Source: an optimization exercise on an open RTL-to-GDS flow (aim: small area). Production flows keep margins and buffers that such runs may drop.
Function was checked by simulation only, so behaviour that the tests miss may differ from the original.
The flow treats the clock pin as an ideal source. Dropping or thinning the clock tree relies on that and would not hold on a real chip.
No activity file was given, so power comes from the tool's default toggle rates.

==> wip/sierra: inputs <==
Design uartBridgeTop, start of the top module:
module uartBridgeTop (
    input  logic sys_clk,
    input  logic arstN,
    input  logic uartRxLine,
    output logic uartTxLine,
    output logic cmdError
);
    localparam logic [7:0] CMD_CLEAR = 8'h2F;
    localparam logic [1:0] RX_IDLE  = 2'd0;
    localparam logic [1:0] RX_START = 2'd1;
    localparam logic [1:0] RX_DATA  = 2'd2;
    localparam logic [1:0] RX_STOP  = 2'd3;
    logic [1:0] syncReg;
    logic       rxSync;
    logic [1:0] rxState;
    logic [3:0] rxCnt;
    logic [2:0] rxBit;          
    logic       rxStrobe;       
    logic [7:0] rxByte;
    logic       rxRead;
    assign rxSync   = syncReg[1];
    assign rxRead   = (rxState == RX_DATA) && (rxCnt == 4'd0);
    assign rxStrobe = (rxState == RX_IDLE) && (rxCnt == 4'd0);
    always_ff @(posedge sys_clk or negedge arstN) begin
        if (!arstN) begin
            syncReg  <= 2'b11;
            rxState  <= RX_IDLE;
            rxCnt    <= 4'd9;
            rxBit    <= '0;
        end else begin
            syncReg  <= {syncReg[0], uartRxLine};
            rxCnt    <= (rxState == RX_IDLE) ? 4'd9 : rxCnt + 4'd1;
            if (rxRead)
                rxBit <= rxBit + 3'd1;
            case (rxState)
                RX_IDLE:  if (!rxSync) rxState <= RX_START;
                RX_START: if (rxCnt == 4'd0) rxState <= rxSync ? RX_IDLE : RX_DATA;
                RX_DATA:  if (rxRead && rxBit == 3'd7) rxState <= RX_STOP;
  ...
==> flow/config.mk <==
export PLATFORM = sky130hd
export DESIGN_NAME = uartBridgeTop
export DESIGN_NICKNAME = uartBridgeTop
export VERILOG_FILES = /design/flow/design.v
export SDC_FILE = /design/flow/constraint.sdc
export NUM_CORES = 4
export LEC_CHECK = 0
export CAP_MARGIN = 20
export CORE_MARGIN = 2
export CORE_UTILIZATION = 60
export PLACE_DENSITY = 0.75
export SLEW_MARGIN = 20
export CTS_ARGS = -sink_clustering_enable -repair_clock_nets -sink_clustering_size 22 -sink_clustering_max_diameter 38 -buf_list sky130_fd_sc_hd__clkbuf_8 -root_buf sky130_fd_sc_hd__clkbuf_16 -tree_buf sky130_fd_sc_hd__clkbuf_16 -sink_clustering_buffer sky130_fd_sc_hd__clkbuf_8 -dont_use_dummy_load
export POST_CTS_TCL = /design/flow/flow/merge_leaves.tcl
export LEAF_CAP = 22
export LEAF_DIST = 35
==> flow/constraint.sdc <==
create_clock -name core_clock -period 10.0 [get_ports {sys_clk}]
set_input_delay 2.0000 -clock core_clock [delete_from_list [all_inputs] [get_ports {sys_clk}]]
set_output_delay 2.0000 -clock core_clock [all_outputs]
set_load 0.01 [all_outputs]
standard.sh (not shown) runs the stock make flow with config.mk's settings and CLKGATE_MAP_FILE= SYNTH_SCRIPT=/design/flow/synth_recipe.tcl, a recipe that flattens the netlist after the stock synthesis.
==> flow/flow/run.sh <==
#!/bin/bash
set -euo pipefail
CTS_SIZE=${CTS_SIZE:-28}
CTS_DIAM=${CTS_DIAM:-45}
CTS_BUF=${CTS_BUF:-sky130_fd_sc_hd__clkbuf_16}
if [[ -f flow/cts.env ]]; then source flow/cts.env; fi
cat >> config.mk <<EOC
export CTS_ARGS = -sink_clustering_enable -repair_clock_nets -sink_clustering_size $CTS_SIZE -sink_clustering_max_diameter $CTS_DIAM -buf_list $CTS_BUF ${CTS_EXTRA:-} -dont_use_dummy_load
EOC
if [[ -n "${LEAF_CAP:-}" ]]; then
cat >> config.mk <<EOC
export POST_CTS_TCL = $PWD/flow/merge_leaves.tcl
export LEAF_CAP = $LEAF_CAP
export LEAF_DIST = ${LEAF_DIST:-25}
EOC
fi
bash standard.sh > flow_make.log 2>&1
==> flow/flow/cts.env <==
CTS_SIZE=22
CTS_DIAM=38
CTS_BUF=sky130_fd_sc_hd__clkbuf_8
CTS_EXTRA="-root_buf sky130_fd_sc_hd__clkbuf_16 -tree_buf sky130_fd_sc_hd__clkbuf_16 -sink_clustering_buffer sky130_fd_sc_hd__clkbuf_8"
LEAF_CAP=22
LEAF_DIST=35
==> flow/flow/merge_leaves.tcl <==
# Post-CTS hook: CTS's sink clustering leaves many leaf clock buffers far below their load
# limit. Move the sinks of the emptiest leaf buffers to nearby leaf buffers that have room,
# then remove the leaf buffers left without loads. Global routing's repair runs afterwards.
set mcap  [expr {[info exists ::env(LEAF_CAP)] ? $::env(LEAF_CAP) : 20}]
set mdist [expr {[info exists ::env(LEAF_DIST)] ? $::env(LEAF_DIST) : 25.0}]
set block [ord::get_db_block]
set dbu [$block getDefUnits]
set dmax [expr {int($mdist * $dbu)}]

proc center {inst} {
  set bb [$inst getBBox]
  return [list [expr {([$bb xMin] + [$bb xMax]) / 2}] [expr {([$bb yMin] + [$bb yMax]) / 2}]]
}

# leaf buffer -> list of sink iterms
array set sinks {}
array set loc {}
set leaves {}
foreach inst [$block getInsts] {
  if {![string match "clkbuf_leaf_*" [$inst getName]]} { continue }
  set net [[$inst findITerm X] getNet]
  set s {}
  foreach it [$net getITerms] {
    if {[$it isOutputSignal]} { continue }
    if {[$it getInst] == $inst} { continue }
    lappend s $it
  }
  set sinks($inst) $s
  set loc($inst) [center $inst]
  lappend leaves $inst
}
puts "merge_leaves: [llength $leaves] leaf buffers before, cap $mcap, distance $mdist um"

set done {}
set removed 0
while {1} {
  # emptiest leaf not yet tried
  set best ""
  set bestn 1000000
  foreach l $leaves {
    if {[lsearch -exact $done $l] >= 0} { continue }
    set n [llength $sinks($l)]
    if {$n < $bestn} { set bestn $n; set best $l }
  }
  if {$best eq "" || $bestn >= $mcap} { break }
  lappend done $best
  # plan: every sink to the nearest other leaf with room
  array unset used
  array set used {}
  set plan {}
  set ok 1
  foreach it $sinks($best) {
    lassign [center [$it getInst]] sx sy
    set tgt ""
    set td 0
    foreach m $leaves {
      if {$m == $best} { continue }
      set room [expr {$mcap - [llength $sinks($m)] - ([info exists used($m)] ? $used($m) : 0)}]
      if {$room <= 0} { continue }
      lassign $loc($m) mx my
      set d [expr {abs($mx - $sx) + abs($my - $sy)}]
      if {$d > $dmax} { continue }
      if {$tgt eq "" || $d < $td} { set tgt $m; set td $d }
    }
    if {$tgt eq ""} { set ok 0; break }
    if {[info exists used($tgt)]} { incr used($tgt) } else { set used($tgt) 1 }
    lappend plan $it $tgt
  }
  if {!$ok} { continue }
  foreach {it tgt} $plan {
    set tnet [[$tgt findITerm X] getNet]
    $it disconnect
    $it connect $tnet
    lappend sinks($tgt) $it
  }
  set onet [[$best findITerm X] getNet]
  [$best findITerm A] disconnect
  [$best findITerm X] disconnect
  odb::dbInst_destroy $best
  odb::dbNet_destroy $onet
  set i [lsearch -exact $leaves $best]
  set leaves [lreplace $leaves $i $i]
  incr removed
}
puts "merge_leaves: removed $removed, [llength $leaves] leaf buffers left"
==> inputs of wip/violet, as changes to wip/sierra <==
==> flow/flow/run.sh (replaced) <==
#!/bin/bash
set -euo pipefail
CTS_SIZE=${CTS_SIZE:-28}
CTS_DIAM=${CTS_DIAM:-45}
CTS_BUF=${CTS_BUF:-sky130_fd_sc_hd__clkbuf_16}
if [[ -f flow/cts.env ]]; then source flow/cts.env; fi
cat >> config.mk <<EOC
export CTS_ARGS = -sink_clustering_enable -repair_clock_nets -sink_clustering_size $CTS_SIZE -sink_clustering_max_diameter $CTS_DIAM -buf_list $CTS_BUF ${CTS_EXTRA:-} -dont_use_dummy_load
EOC
bash standard.sh > flow_make.log 2>&1
==> flow/flow/cts.env (replaced) <==
CTS_SIZE=20
CTS_DIAM=35
CTS_BUF=sky130_fd_sc_hd__clkbuf_8
CTS_EXTRA="-root_buf sky130_fd_sc_hd__clkbuf_16 -tree_buf sky130_fd_sc_hd__clkbuf_16 -sink_clustering_buffer sky130_fd_sc_hd__clkbuf_8"
==> flow/config.mk (replaced) <==
export PLATFORM = sky130hd
export DESIGN_NAME = uartBridgeTop
export DESIGN_NICKNAME = uartBridgeTop
export VERILOG_FILES = /design/flow/design.v
export SDC_FILE = /design/flow/constraint.sdc
export NUM_CORES = 4
export LEC_CHECK = 0
export CAP_MARGIN = 20
export CORE_MARGIN = 2
export CORE_UTILIZATION = 60
export PLACE_DENSITY = 0.75
export SLEW_MARGIN = 20
export CTS_ARGS = -sink_clustering_enable -repair_clock_nets -sink_clustering_size 20 -sink_clustering_max_diameter 35 -buf_list sky130_fd_sc_hd__clkbuf_8 -root_buf sky130_fd_sc_hd__clkbuf_16 -tree_buf sky130_fd_sc_hd__clkbuf_16 -sink_clustering_buffer sky130_fd_sc_hd__clkbuf_8 -dont_use_dummy_load
removed: flow/flow/merge_leaves.tcl
==> qor summary <==
| quantity | wip/sierra | wip/violet |
|---|---|---|
| Run status | timing/DRC/antenna clean | timing/DRC/antenna clean |
| Final non-clock buffer share | 0.00105 | 0.00103 |
| Switching power as a share of total power | 0.189 | 0.189 |
| Clock-pin slew of the registers on the worst-case setup and hold paths | 120 ps | 110 ps |
| Sequential portion of the cell area | 0.896 | 0.885 |
| Ratio of final minimum period to clock period | 0.383 | 0.376 |
| Static leakage | 18.9 nW | 19.2 nW |
| WL final | 50000 um | 51100 um |
| Share of layout cells above drive strength 1 | 0.0616 | 0.0783 |
| Final cell count without fillers | 3467 | 3512 |
| Pwr dens | 251 nW/um2 | 258 nW/um2 |
| Net Switching | 0.00227 W | 0.00235 W |
| First-pass GRT wire length | 83800 um | 86000 um |
| Filler instances | 4757 | 4703 |
| Cell area after layout | 47800 um2 | 48400 um2 |
| Final layout net count | 2522 | 2567 |
| Beginning of the worst register-to-register path | rxCnt[0]$_DFF_PN1_ | rxCnt[1]$_DFF_PN0_ |
| Clock buf/inv share | 0.0395 | 0.0517 |
| Pint | 0.00974 W | 0.0101 W |
| Clock buffer cells | 123 | 168 |
| Global-route track usage on met3 | 0.0330 | 0.0326 |
| Setup slack, reg-to-reg | 7290 ps | 7310 ps |
| Transition at the pin with the smallest max-transition slack | 989 ps | 982 ps |
| Tot GR Track Use | 0.138 | 0.141 |
| Slew headroom | 0.341 | 0.345 |
| Max Fclk | 261 MHz | 266 MHz |

## what the ideal ports hide
How much do the figures lean on ideal ports? The routed layouts below were timed once more, with nothing changed but the port constraints. Step 1, drivers: a clkbuf_16 drives sys_clk and a buf_2 each remaining input, both assumed. Step 2, shift: input delay + t, output delay - t, t = (earliest + latest rising clock arrival at the registers) / 2. This alone moves slack from input paths to output paths. a / b / c = ideal ports / drivers / drivers and shift; a / b = the first two.
run | t (ns) | setup WS [ns] | cell pins on the clock port's net
wip/sierra | 0.728 | 6.167 / 6.107 / 6.835 | 1
wip/violet | 0.737 | 6.242 / 6.174 / 6.911 | 1
After both steps every run listed still meets setup and hold.
